What follows belongs to an exercise in optimizing a design on an open flow for small area, a short achievable clock period and few clock cycles; a production flow would make more cautious choices. The RTL was checked by simulation tests, not by an equivalence proof against the original design.

`flow/config.mk`:
```
export PLATFORM = sky130hd
export DESIGN_NAME = qsim_top
export DESIGN_NICKNAME = qsim_top
export VERILOG_FILES = /design/flow/design.v
export SDC_FILE = /design/flow/constraint.sdc
export NUM_CORES = 4
export LEC_CHECK = 0
export CAP_MARGIN = 20
export CORE_MARGIN = 2
export CORE_UTILIZATION = 40
export SLEW_MARGIN = 20
```
`flow/constraint.sdc`:
```
create_clock -name core_clock -period 10.0 [get_ports {clk}]
set_input_delay 2.0000 -clock core_clock [delete_from_list [all_inputs] [get_ports {clk}]]
set_output_delay 2.0000 -clock core_clock [all_outputs]
set_load 0.01 [all_outputs]
```
`flow/design.v`:
```
package qsim_pkg;
  localparam int HALF_W       = 32;
  localparam int FRAC_BITS    = 16;
  localparam int MAX_QUBITS   = 4;
  localparam int MAX_GATES    = 31;
  localparam int STATE_ADDR_W = 5;
  localparam int GATE_ADDR_W  = 13;
  localparam int QCNT_W = $clog2(MAX_QUBITS + 1);
  localparam int GCNT_W = $clog2(MAX_GATES + 1);
  typedef logic [STATE_ADDR_W-1:0] state_addr_t;
  typedef logic [GATE_ADDR_W-1:0]  gate_addr_t;
  typedef struct packed {
    logic signed [HALF_W-1:0] re;
    logic signed [HALF_W-1:0] im;
  } cplx_t;
  typedef struct packed {
    logic        en;
    state_addr_t addr;
    cplx_t       data;
  } state_wr_t;
  typedef struct packed {
    logic       en;
    gate_addr_t addr;
    cplx_t      data;
  } scratch_wr_t;
  typedef struct packed {
    logic load_header;
    logic fetch_next;
    logic row_restart;
    logic gate_done;
    logic store_out;
    logic store_scratch;
    logic clear;
  } mem_cmd_t;
  typedef enum logic [2:0] {
    MAC_IDLE,
    MAC_CLEAR,
    MAC_RR,
    MAC_II,
    MAC_RI,
    MAC_IR
  } mac_op_t;
endpackage
`timescale 1ns/1ps
module qsim_ctrl (
  input  logic               clk,
  input  logic               reset_n,
  input  logic               dut_valid,
  input  qsim_pkg::cplx_t    header,
  output logic               dut_ready,
  output qsim_pkg::mem_cmd_t mem_cmd,
  output qsim_pkg::mac_op_t  mac_op,
  output logic               from_scratch
);
  typedef enum logic [3:0] {
    S_IDLE,
    S_HDR_WAIT,
    S_HDR,
    S_FETCH,
    S_RR,
    S_II,
    S_RI,
    S_IR,
    S_DRAIN,
    S_STORE,
    S_CLEAR,
    S_DONE
  } state_t;
  state_t state;
  state_t next_state;
  logic [qsim_pkg::MAX_QUBITS:0]   n_dim;
  logic [qsim_pkg::GCNT_W-1:0]     num_gates;
  logic [qsim_pkg::MAX_QUBITS-1:0] col_cnt;
  logic [qsim_pkg::MAX_QUBITS-1:0] row_cnt;
  logic [qsim_pkg::GCNT_W-1:0]     gate_cnt;
  logic last_col;
  logic last_row;
  logic last_gate;
  assign last_col  = ({1'b0, col_cnt} == n_dim - 1'b1);
  assign last_row  = ({1'b0, row_cnt} == n_dim - 1'b1);
  assign last_gate = (gate_cnt == num_gates - 1'b1);
  assign dut_ready    = (state == S_IDLE) || (state == S_DONE);
  assign from_scratch = (gate_cnt != '0);
  always_ff @(posedge clk or negedge reset_n) begin
    if (!reset_n) begin
      state <= S_IDLE;
    end else begin
      state <= next_state;
    end
  end
  always_comb begin
    next_state = state;
    mem_cmd    = '0;
    mac_op     = qsim_pkg::MAC_IDLE;
    case (state)
      S_IDLE: begin
        if (dut_valid) begin
          mem_cmd.load_header = 1'b1;
          next_state          = S_HDR_WAIT;
        end
      end
      S_HDR_WAIT: next_state = S_HDR;
      S_HDR: begin
        mem_cmd.clear = 1'b1;
        mac_op        = qsim_pkg::MAC_CLEAR;
        next_state    = S_FETCH;
      end
      S_FETCH: next_state = S_RR;
      S_RR: begin
        mac_op     = qsim_pkg::MAC_RR;
        next_state = S_II;
      end
      S_II: begin
        mac_op     = qsim_pkg::MAC_II;
        next_state = S_RI;
      end
      S_RI: begin
        mac_op     = qsim_pkg::MAC_RI;
        next_state = S_IR;
      end
      S_IR: begin
        mac_op             = qsim_pkg::MAC_IR;
        mem_cmd.fetch_next = 1'b1;
        if (last_col) begin
          mem_cmd.row_restart = 1'b1;
          next_state          = S_DRAIN;
        end else begin
          next_state = S_FETCH;
        end
      end
      S_DRAIN: next_state = S_STORE;
      S_STORE: begin
        mem_cmd.store_out     = last_gate;
        mem_cmd.store_scratch = !last_gate;
        next_state            = S_CLEAR;
      end
      S_CLEAR: begin
        mac_op = qsim_pkg::MAC_CLEAR;
        if (last_row && last_gate) begin
          next_state = S_DONE;
        end else begin
          mem_cmd.gate_done = last_row;
          next_state        = S_FETCH;
        end
      end
      S_DONE: begin
        if (dut_valid) begin
          mem_cmd.load_header = 1'b1;
          next_state          = S_HDR_WAIT;
        end else begin
          next_state = S_IDLE;
        end
      end
      default: next_state = S_IDLE;
    endcase
  end
  always_ff @(posedge clk or negedge reset_n) begin
    if (!reset_n) begin
      n_dim     <= '0;
      num_gates <= '0;
      col_cnt   <= '0;
      row_cnt   <= '0;
      gate_cnt  <= '0;
    end else begin
      case (state)
        S_HDR: begin
          n_dim     <= {{qsim_pkg::MAX_QUBITS{1'b0}}, 1'b1} << header.re[qsim_pkg::QCNT_W-1:0];
          num_gates <= header.im[qsim_pkg::GCNT_W-1:0];
          col_cnt   <= '0;
          row_cnt   <= '0;
          gate_cnt  <= '0;
        end
        S_IR: begin
          col_cnt <= last_col ? '0 : col_cnt + 1'b1;
        end
        S_CLEAR: begin
          if (last_row) begin
            row_cnt  <= '0;
            gate_cnt <= gate_cnt + 1'b1;
          end else begin
            row_cnt <= row_cnt + 1'b1;
          end
        end
        default: ;
      endcase
    end
  end
endmodule
`timescale 1ns/1ps
module qsim_mem_seq (
  input  logic                  clk,
  input  logic                  reset_n,
  input  qsim_pkg::mem_cmd_t    mem_cmd,
  input  logic                  from_scratch,
  input  qsim_pkg::cplx_t       acc,
  output qsim_pkg::state_addr_t in_rd_addr,
  output qsim_pkg::gate_addr_t  gate_rd_addr,
  output qsim_pkg::gate_addr_t  scratch_rd_addr,
  output qsim_pkg::state_wr_t   out_wr,
  output qsim_pkg::scratch_wr_t scratch_wr
);
  qsim_pkg::gate_addr_t  scratch_base;
  qsim_pkg::gate_addr_t  scratch_wr_base;
  qsim_pkg::gate_addr_t  scratch_wr_addr;
  qsim_pkg::state_addr_t out_wr_addr;
  always_ff @(posedge clk or negedge reset_n) begin
    if (!reset_n) begin
      in_rd_addr      <= '0;
      gate_rd_addr    <= '0;
      scratch_base    <= '0;
      scratch_rd_addr <= '0;
    end else if (mem_cmd.clear) begin
      in_rd_addr      <= qsim_pkg::state_addr_t'(1);
      gate_rd_addr    <= '0;
      scratch_base    <= '0;
      scratch_rd_addr <= '0;
    end else if (mem_cmd.load_header) begin
      in_rd_addr <= '0;
    end else begin
      if (mem_cmd.fetch_next) begin
        gate_rd_addr <= gate_rd_addr + 1'b1;
      end
      if (mem_cmd.row_restart) begin
        if (from_scratch) begin
          scratch_rd_addr <= scratch_base;
        end else begin
          in_rd_addr <= qsim_pkg::state_addr_t'(1);
        end
      end else if (mem_cmd.fetch_next) begin
        if (from_scratch) begin
          scratch_rd_addr <= scratch_rd_addr + 1'b1;
        end else begin
          in_rd_addr <= in_rd_addr + 1'b1;
        end
      end
      if (mem_cmd.gate_done) begin
        scratch_base    <= scratch_wr_base;
        scratch_rd_addr <= scratch_wr_base;
      end
    end
  end
  always_ff @(posedge clk or negedge reset_n) begin
    if (!reset_n) begin
      scratch_wr_base <= '0;
      scratch_wr_addr <= '0;
      out_wr_addr     <= '0;
      out_wr          <= '0;
      scratch_wr      <= '0;
    end else begin
      out_wr.en     <= mem_cmd.store_out;
      scratch_wr.en <= mem_cmd.store_scratch;
      if (mem_cmd.clear) begin
        scratch_wr_base <= '0;
        scratch_wr_addr <= '0;
        out_wr_addr     <= '0;
      end
      if (mem_cmd.store_out) begin
        out_wr.addr <= out_wr_addr;
        out_wr.data <= acc;
        out_wr_addr <= out_wr_addr + 1'b1;
      end
      if (mem_cmd.store_scratch) begin
        scratch_wr.addr <= scratch_wr_addr;
        scratch_wr.data <= acc;
        scratch_wr_addr <= scratch_wr_addr + 1'b1;
      end
      if (mem_cmd.gate_done) begin
        scratch_wr_base <= scratch_wr_addr;
      end
    end
  end
endmodule
`timescale 1ns/1ps
module qsim_cmac (
  input  logic              clk,
  input  logic              reset_n,
  input  qsim_pkg::mac_op_t mac_op,
  input  logic              from_scratch,
  input  qsim_pkg::cplx_t   gate_data,
  input  qsim_pkg::cplx_t   state_data,
  input  qsim_pkg::cplx_t   scratch_data,
  output qsim_pkg::cplx_t   acc
);
  qsim_pkg::cplx_t src;
  logic signed [qsim_pkg::HALF_W-1:0]   op_a;
  logic signed [qsim_pkg::HALF_W-1:0]   op_b;
  logic signed [2*qsim_pkg::HALF_W-1:0] prod_full;
  logic signed [2*qsim_pkg::HALF_W-1:0] prod_shift;
  logic signed [qsim_pkg::HALF_W-1:0]   prod_q;
  qsim_pkg::mac_op_t                    pend_op;
  assign src = from_scratch ? scratch_data : state_data;
  always_comb begin
    case (mac_op)
      qsim_pkg::MAC_RR: begin
        op_a = gate_data.re;
        op_b = src.re;
      end
      qsim_pkg::MAC_II: begin
        op_a = gate_data.im;
        op_b = src.im;
      end
      qsim_pkg::MAC_RI: begin
        op_a = gate_data.re;
        op_b = src.im;
      end
      qsim_pkg::MAC_IR: begin
        op_a = gate_data.im;
        op_b = src.re;
      end
      default: begin
        op_a = '0;
        op_b = '0;
      end
    endcase
  end
  assign prod_full  = op_a * op_b;
  assign prod_shift = prod_full >>> qsim_pkg::FRAC_BITS;
  always_ff @(posedge clk) begin
    prod_q <= prod_shift[qsim_pkg::HALF_W-1:0];
  end
  always_ff @(posedge clk or negedge reset_n) begin
    if (!reset_n) begin
      pend_op <= qsim_pkg::MAC_IDLE;
      acc     <= '0;
    end else begin
      pend_op <= mac_op;
      if (mac_op == qsim_pkg::MAC_CLEAR) begin
        acc <= '0;
      end else begin
        case (pend_op)
          qsim_pkg::MAC_RR: acc.re <= acc.re + prod_q;
          qsim_pkg::MAC_II: acc.re <= acc.re - prod_q;
          qsim_pkg::MAC_RI,
          qsim_pkg::MAC_IR: acc.im <= acc.im + prod_q;
          default: ;
        endcase
      end
    end
  end
endmodule
`timescale 1ns/1ps
module qsim_top (
  input  logic        clk,
  input  logic        reset_n,
  input  logic        dut_valid,
  output logic        dut_ready,
  output logic [4:0]  q_state_input_sram_read_address,
  input  logic [63:0] q_state_input_sram_read_data,
  output logic [12:0] q_gates_sram_read_address,
  input  logic [63:0] q_gates_sram_read_data,
  output logic [12:0] scratchpad_sram_read_address,
  input  logic [63:0] scratchpad_sram_read_data,
  output logic        q_state_output_sram_write_enable,
  output logic [4:0]  q_state_output_sram_write_address,
  output logic [63:0] q_state_output_sram_write_data,
  output logic        scratchpad_sram_write_enable,
  output logic [12:0] scratchpad_sram_write_address,
  output logic [63:0] scratchpad_sram_write_data
);
  qsim_pkg::mem_cmd_t    mem_cmd;
  qsim_pkg::mac_op_t     mac_op;
  qsim_pkg::cplx_t       acc;
  logic                  from_scratch;
  qsim_pkg::state_wr_t   out_wr;
  qsim_pkg::scratch_wr_t scratch_wr;
  assign q_state_output_sram_write_enable  = out_wr.en;
  assign q_state_output_sram_write_address = out_wr.addr;
  assign q_state_output_sram_write_data    = out_wr.data;
  assign scratchpad_sram_write_enable      = scratch_wr.en;
  assign scratchpad_sram_write_address     = scratch_wr.addr;
  assign scratchpad_sram_write_data        = scratch_wr.data;
  qsim_ctrl ctrl_i (
    .clk          (clk),
    .reset_n      (reset_n),
    .dut_valid    (dut_valid),
    .header       (q_state_input_sram_read_data),
    .dut_ready    (dut_ready),
    .mem_cmd      (mem_cmd),
    .mac_op       (mac_op),
    .from_scratch (from_scratch)
  );
  qsim_mem_seq mem_seq_i (
    .clk             (clk),
    .reset_n         (reset_n),
    .mem_cmd         (mem_cmd),
    .from_scratch    (from_scratch),
    .acc             (acc),
    .in_rd_addr      (q_state_input_sram_read_address),
    .gate_rd_addr    (q_gates_sram_read_address),
    .scratch_rd_addr (scratchpad_sram_read_address),
    .out_wr          (out_wr),
    .scratch_wr      (scratch_wr)
  );
  qsim_cmac cmac_i (
    .clk          (clk),
    .reset_n      (reset_n),
    .mac_op       (mac_op),
    .from_scratch (from_scratch),
    .gate_data    (q_gates_sram_read_data),
    .state_data   (q_state_input_sram_read_data),
    .scratch_data (scratchpad_sram_read_data),
    .acc          (acc)
  );
endmodule
```
`flow/run.sh`:
```
#!/bin/bash
# synth_recipe.tcl (not shown) runs the flow's synth.tcl, then flattens the netlist and writes it again
# the make line also repeats each setting of config.mk as NAME=value (left out here)
make -C /OpenROAD-flow-scripts/flow DESIGN_CONFIG=/design/flow/config.mk WORK_HOME=/design/flow/orfs CLKGATE_MAP_FILE= SYNTH_SCRIPT=/design/flow/synth_recipe.tcl finish
```
==> notes.md <==
- Status: timing/DRC/antenna clean
- Clk latency of the worst-skew pair: 0.54 ns
- Yosys top cell area share: 0.3614
- CP Launch Type: input port
- Min Hold Slack: around 0.47 ns
- Most common cell after layout, fill and taps aside: nand2_1
- First-pass GRT wire length: 234300 microns
- CTS buffer count: 35
- Post-synthesis cell count: 5120
- Maxcap violations: 0
- # clock sinks: 349
- Fraction of registers with async set or reset after synthesis: 0.9083
- Multi-input gate area: 0.03400 sq mm
- Tmin final: 9.332 ns
- Critical path required time: 10.47 ns
- CTS tree: built
- Final Setup Violations: 0
- RSZ-0062 raised after global routing: false
- DRT Wirelength: 152000 microns
- R2R setup slack: 0.88 ns
- Met2 Wirelength: 69980 microns
- Non-Filler Instances: 7099
- Measured slew at the worst slew-check pin: ~1.0 ns
- Synth cell types: 77
- Met3 WL: 13400 microns
- Syn avg cell area: 9.089 sq um
- Setup CP Type: in -> reg
- Final RePlAce weighted congestion: around 0.99
- Clock Path Buffers: 3
- Met1 WL: ~62000 microns
- Die Width: 345.1 microns
- Slew margin rel.: 0.3366
- Max Freq: 107.2 MHz
- Placed Area: 0.05350 sq mm
- Total GRT Usage: 0.2566
- Cell taking the most area after synthesis: fa_1
- Port bufs: 374
- Post-detail-place hpwl: between 100000 and 150000 microns
- Share of layout cells above drive strength 1: 0.08556
- DR top layer: met4
- Routed Antenna Nets: 0
- Ant diodes: 0
- NumNets Final: 6823
- Number of synthesis warnings: 3
- Largest cells by area after synthesis: fa_1, dfrtp_1, nand2_1
- Max-slew violations: 0
- Post-synth EDFFs: 0
- # DRC: 0
- Wire per inst: 21.42 microns
- Vias in the first global route: 38630
- Synthesized Nets: between 6000 and 7000
- Die Y: 345.1 microns
- Clock Tree Root: clkbuf_16
- Worst-path fanout max: 13
- Row count: 125
- Total grt overflow: 0
- Starting density of the core: 0.4021
- Sequential area share after synthesis: 0.1842
- Io pins: 375
- Final Hold Viols: 0
- Register Area: 0.008574 sq mm
- DR vias/cell: 5.217
- Setup Buffers After CTS: 0
- Fin crit share: 0.9332
- CTS-repair resized insts: 0
- Crit path arrival time: 9.80 ns
- Flops & latches, synth: between 300 and 400
- Commonest non-fill, non-tap cells in the layout: nand2_1, fa_1, inv_1, nor2_1, clkdlybuf4s50_1
- Largest net degree at the start of global routing: 151
- 1st-iter DRT viols: 2706
- Crit. End Element: flip-flop
- Die ar.: around 0.12 sq mm
- Min-delay worst type: reg -> reg
- Post-Synthesis Cell Area: 0.04653 sq mm
- Vias after detailed routing: approximately 37000
- Final instance area: about 0.055 sq mm
- CORE AREA: 0.1157 sq mm
- First-pass DRT Iterations: 5
- Clock Skews: between 0.015 and 0.02 ns
- Antenna violations before repair: 2
- H-tree depth: 2
- Hold Buf Count CTS: 0
- Clk pin slew, worst setup/hold paths: about 0.07 ns
- Top FF cell, synth: dfrtp_1
- Total negative setup slack: 0 ns
- Inst Count DP: between 7000 and 8000
- Fill cells: 11170
- Area Growth Syn to Fin: 17.53%
[path summary, 6_finish.rpt]
kind | cells after the start | from | end
worst min register to register | 2 | mem_seq_i.scratch_wr[3]$_DFFE_PN0P_ | mem_seq_i.scratch_wr[3]$_DFFE_PN0P_
worst min-delay path | 2 | mem_seq_i.scratch_wr[3]$_DFFE_PN0P_ | mem_seq_i.scratch_wr[3]$_DFFE_PN0P_
max in group asynchronous | 2 | reset_n | ctrl_i.state[0]$_DFFE_PN0P_
worst max-delay path | 28 | q_state_input_sram_read_data[32] | cmac_i.prod_q[27]$_DFF_P_
min in group asynchronous | 1 | reset_n | mem_seq_i.out_wr[38]$_DFFE_PN0P_
worst max register to register | 25 | ctrl_i.state[1]$_DFFE_PN0P_ | cmac_i.prod_q[27]$_DFF_P_
[flip-flops by register name, indices dropped and copies added, names as in the netlist, 5 cells and up]
register / cells
mem_seq_i.out_wr: 70
mem_seq_i.scratch_rd_addr: 13
mem_seq_i.scratch_wr: 78
mem_seq_i.gate_rd_addr: 13
mem_seq_i.scratch_wr_base: 13
mem_seq_i.scratch_base: 13
ctrl_i.gate_cnt: 5
ctrl_i.num_gates: 5
ctrl_i.n_dim: 5
mem_seq_i.in_rd_addr: 5
cmac_i.prod_q: 32
mem_seq_i.scratch_wr_addr: 13
cmac_i.acc: 64
mem_seq_i.out_wr_addr: 5
[metrics by stage]
step | utilization | worst slack [ns]
2_1_floorplan | - | 0.7557
3_3_place_gp | 0.4623 | 0.09384
3_5_place_dp | 0.4623 | 0.06485
4_1_cts | 0.4726 | 0.6497
5_1_grt | 0.4726 | 0.2816
6_report | 0.4726 | 0.6676
[layer usage]
metal	vias up	GRT usage
li1	16640	-
met1	18520	0.3392
met2	1575	0.4174
met3	304	0.05181
met4	0	0.09461
met5	-	0
[kinds of logic after synthesis]
group	share of synthesized area
buf+inv	0.08661
simple gates	0.1547
fa+ha+maj	0.4251
flops	0.1842
mux	0.04208
compound gates	0.06986
xor+xnor	0.03740
[final cells by class]
type                            count  area share
Sequential cell                   349      0.1568
Timing Repair Buffer              642      0.1097
Tap cell                         1524     0.03487
Clock inverter                     15    0.003683
Multi-Input combinational cell   3719      0.6217
Clock buffer                       46     0.01810
Inverter                          804     0.05518
[critical path, cell delays in order]
cell	delay, ns
clkdlybuf4s50_1	0.43
mux2i_1	0.15
o22a_1	0.44
buf_4	0.34
nand2b_1	0.19
inv_1	0.06
ha_1	0.39
inv_1	0.14
fa_1	0.50
inv_1	0.05
fa_1	0.51
inv_1	0.07
fa_1	0.53
inv_1	0.05
fa_1	0.48
fa_1	0.52
fa_1	0.49
inv_1	0.05
fa_1	0.53
inv_1	0.06
ha_1	0.31
a21o_1	0.17
a21o_1	0.17
a221o_1	0.41
o2111ai_1	0.32
nand2_1	0.11
a21oi_1	0.18
xnor2_1	0.13
[cells in the mapped netlist (all sizes together) (6+ instances only)]
cell type	count
nand2b	21
mux2	112
fa	840
nand4	20
and4	6
a21o	50
inv	804
nand3	69
nor2b	15
or4	6
o21a	11
clkbuf	206
mux2i	67
o22ai	32
o22a	26
dfxtp	32
o21bai	14
ha	237
a211oi	29
buf	42
and2	61
and3	21
o31ai	12
o21ai	139
or3	9
nor3	33
a22o	6
nor2	563
a31oi	9
a21oi	144
xor2	72
nand2	908
xnor2	125
dfrtp	317
Testbench counts, summed over its fixed seeds: cycles 644,250.

[separate check: timing with driven ports]
How much do the figures lean on ideal ports? The routed layout below was timed once more, with nothing changed but the port constraints. Step 1 (the two cells are an assumption about what drives the block):
set clk [get_ports {clk}]
set_driving_cell -lib_cell sky130_fd_sc_hd__clkbuf_16 $clk
set_driving_cell -lib_cell sky130_fd_sc_hd__buf_2 [delete_from_list [all_inputs] $clk]
Step 2 adds t to the input delays and takes it off the output delays; t is the mean of the earliest and latest rising clock arrival at the registers after step 1. Input paths then give back, and output paths get back, about the clock's delay inside the block. Slacks: ideal ports / drivers / drivers and shift; pairs: ideal ports / drivers.
t (ns): 0.593
setup slack, ns: 0.668 / 0.672 / 0.080
latest minus earliest clock arrival (ns): 0.020 / 0.021
After both steps this run still meets setup and hold. For this run, drivers alone change the setup slack by +0.004 ns; drivers and shift together by -0.588 ns.
